Context: an optimization exercise on an open-source flow, tuned for a short achievable clock period and few clock cycles. The choices shown serve that exercise and are no tape-out recipe. At most, simulation tests tie the RTL to the original design; equivalence was not proved. Power figures rest on the tool's default switching activity, not on a simulated workload.

==> flow/design.v (excerpt) <==
module cpu_core (
	input  logic                  clk,
	input  logic                  rst,
	output cpu_isa_pkg::word_t    pc,
	output logic                  inst_req_valid,
	input  logic                  inst_req_ready,
	input  cpu_isa_pkg::word_t    instruction,
	input  logic                  inst_valid,
	output logic                  inst_ready,
	output cpu_bus_pkg::mem_req_t mem_req,
	input  logic                  mem_req_ready,
	input  cpu_isa_pkg::word_t    read_data,
	input  logic                  read_data_valid,
	output logic                  read_data_ready,
	output cpu_bus_pkg::retire_t  retire
);
Size in the first run: ~8000 cells after synthesis, about 3000 flip-flops, about 130000 sq um of cells after synthesis.
==> flow/config.mk <==
export PLATFORM = sky130hd
export DESIGN_NAME = cpu_core
export DESIGN_NICKNAME = cpu_core
export VERILOG_FILES = /design/flow/design.v
export SDC_FILE = /design/flow/constraint.sdc
export NUM_CORES = 4
export LEC_CHECK = 0
export CAP_MARGIN = 20
export CORE_MARGIN = 2
export CORE_UTILIZATION = 40
export SLEW_MARGIN = 20
==> flow/constraint.sdc <==
create_clock -name core_clock -period 10.0 [get_ports {clk}]
set_input_delay 2.0000 -clock core_clock [delete_from_list [all_inputs] [get_ports {clk}]]
set_output_delay 2.0000 -clock core_clock [all_outputs]
set_load 0.01 [all_outputs]
standard.sh (not shown) runs the stock make flow with config.mk's settings and CLKGATE_MAP_FILE= SYNTH_SCRIPT=/design/flow/synth_recipe.tcl, a recipe that flattens the netlist after the stock synthesis.
==> flow/flow/run.sh <==
#!/bin/bash
# Standard layout (the standard.sh), with timing repair aimed below the 10 ns
# constraint so that the achieved period shrinks. The SDC is not changed.
set -euo pipefail
MARGIN=$(cat flow/margin.txt)
TNS=$(cat flow/tns.txt)
bash standard.sh SETUP_SLACK_MARGIN=$MARGIN TNS_END_PERCENT=$TNS finish > standard_make.log 2>&1
==> flow/flow/margin.txt <==
7
==> flow/flow/tns.txt <==
10
The baseline finished with timing, DRC and antenna clean.
Rerun with:
==> flow/run.sh (new file) <==
#!/bin/bash
# synth_recipe.tcl (not shown) runs the flow's synth.tcl, then flattens the netlist and writes it again
# the make line also repeats each setting of config.mk as NAME=value (left out here)
make -C /OpenROAD-flow-scripts/flow DESIGN_CONFIG=/design/flow/config.mk WORK_HOME=/design/flow/orfs CLKGATE_MAP_FILE= SYNTH_SCRIPT=/design/flow/synth_recipe.tcl finish
SETUP_SLACK_MARGIN = 5   (was unset)
TNS_END_PERCENT = 10   (was unset)
removed: flow/flow/run.sh
removed: flow/flow/margin.txt
removed: flow/flow/tns.txt
removed: flow/standard.sh
Outcome:
- clock power barely changes
- worst setup slack loses 0.70 ns
- die area is unchanged
- count of clock-buffer cells in the layout is unchanged
- clock skew decreases by 0.0068 ns
- hold slack hardly moves
- final cell count came out lower by a few percent
- power went down by roughly a tenth
- cell area shrinks by a few percent
- maximum frequency falls by roughly a tenth
No functional check of the RTL was part of any run of this note.

---

Another version of the RTL of cpu_core (not shown whole).
For scale: about 9600 cells after synthesis, roughly 2800 flip-flops, ~250 I/O pins.
export LEC_CHECK = 0
export CAP_MARGIN = 20
export CORE_MARGIN = 2
export CORE_UTILIZATION = 40
export SLEW_MARGIN = 20
create_clock -name core_clock -period 10.0 [get_ports {clk}]
==> flow/flow/run.sh <==
#!/bin/bash
# Standard layout (the standard.sh), with timing repair aimed below the 10 ns
# constraint so that the achieved period shrinks, and plain buffers (not delay
# cells) on the ports. The SDC is not changed.
set -euo pipefail
MARGIN=$(cat flow/margin.txt)
TNS=$(cat flow/tns.txt)
bash standard.sh SETUP_SLACK_MARGIN=$MARGIN TNS_END_PERCENT=$TNS \
  "BUFFER_PORTS_ARGS=-buffer_cell sky130_fd_sc_hd__buf_4" finish > standard_make.log 2>&1
==> flow/flow/margin.txt <==
7
==> flow/flow/tns.txt <==
10
Testbench counts at the start, summed over its fixed seeds: cycles 13,840.
Then changed:
==> flow/run.sh (new file) <==
#!/bin/bash
# synth_recipe.tcl (not shown) runs the flow's synth.tcl, then flattens the netlist and writes it again
# the make line also repeats each setting of config.mk as NAME=value (left out here)
make -C /OpenROAD-flow-scripts/flow DESIGN_CONFIG=/design/flow/config.mk WORK_HOME=/design/flow/orfs CLKGATE_MAP_FILE= SYNTH_SCRIPT=/design/flow/synth_recipe.tcl finish
--- a/flow/config.mk
+++ b/flow/config.mk
@@ -10,0 +11 @@
+export SETUP_SLACK_MARGIN = 5
@@ -11,0 +13 @@
+export TNS_END_PERCENT = 10
removed: flow/flow/run.sh
removed: flow/flow/margin.txt
removed: flow/flow/tns.txt
removed: flow/standard.sh
The changed run completed with no timing, DRC or antenna violations.
Synthesized area is unchanged.
Total power decreases by a few percent.
Clock power hardly moves.
Non-clock buffer count decreases by 585.
Design area decreases by a little under a tenth.
Sequential share of layout area increases by 4.5 points.
Wire length decreases by roughly a tenth.
Register-to-register slack got worse by 1400 ps.
Sequential power hardly moves.

## static timing again, ports no longer ideal
Ports are ideal in the flow. The routed layouts listed here were re-timed in OpenROAD.
Step 1 sets driving cells, clkbuf_16 on the clock port and buf_2 on the other inputs (assumed; they add their load-dependent delay and slew).
Step 2 also shifts input and output timing later by t, the mid clock arrival at the registers, as if the neighbouring blocks saw the same clock.
Three values: ideal ports, drivers, drivers and shift; two values: the first two.
run	t, ns	setup WS [ns]	worst hold slack (ns)	worst register clock-pin slew, ns
the first run of note 1	0.987	5.490 / 5.490 / 5.335	0.365 / 0.365 / 0.365	0.07 / 0.07
the second run of note 1	0.987	4.789 / 4.789 / 4.789	0.368 / 0.368 / 0.368	0.07 / 0.07
the first run of note 2	1.047	6.285 / 6.285 / 5.311	0.411 / 0.411 / 0.411	0.07 / 0.07
the second run of note 2	1.025	4.890 / 4.890 / 3.933	0.408 / 0.408 / 0.408	0.08 / 0.08
After both steps every run listed still meets setup and hold. The setup slack of the first run of note 2, which loses most, moves by 0.000 ns with the drivers and by -0.974 ns with both steps.
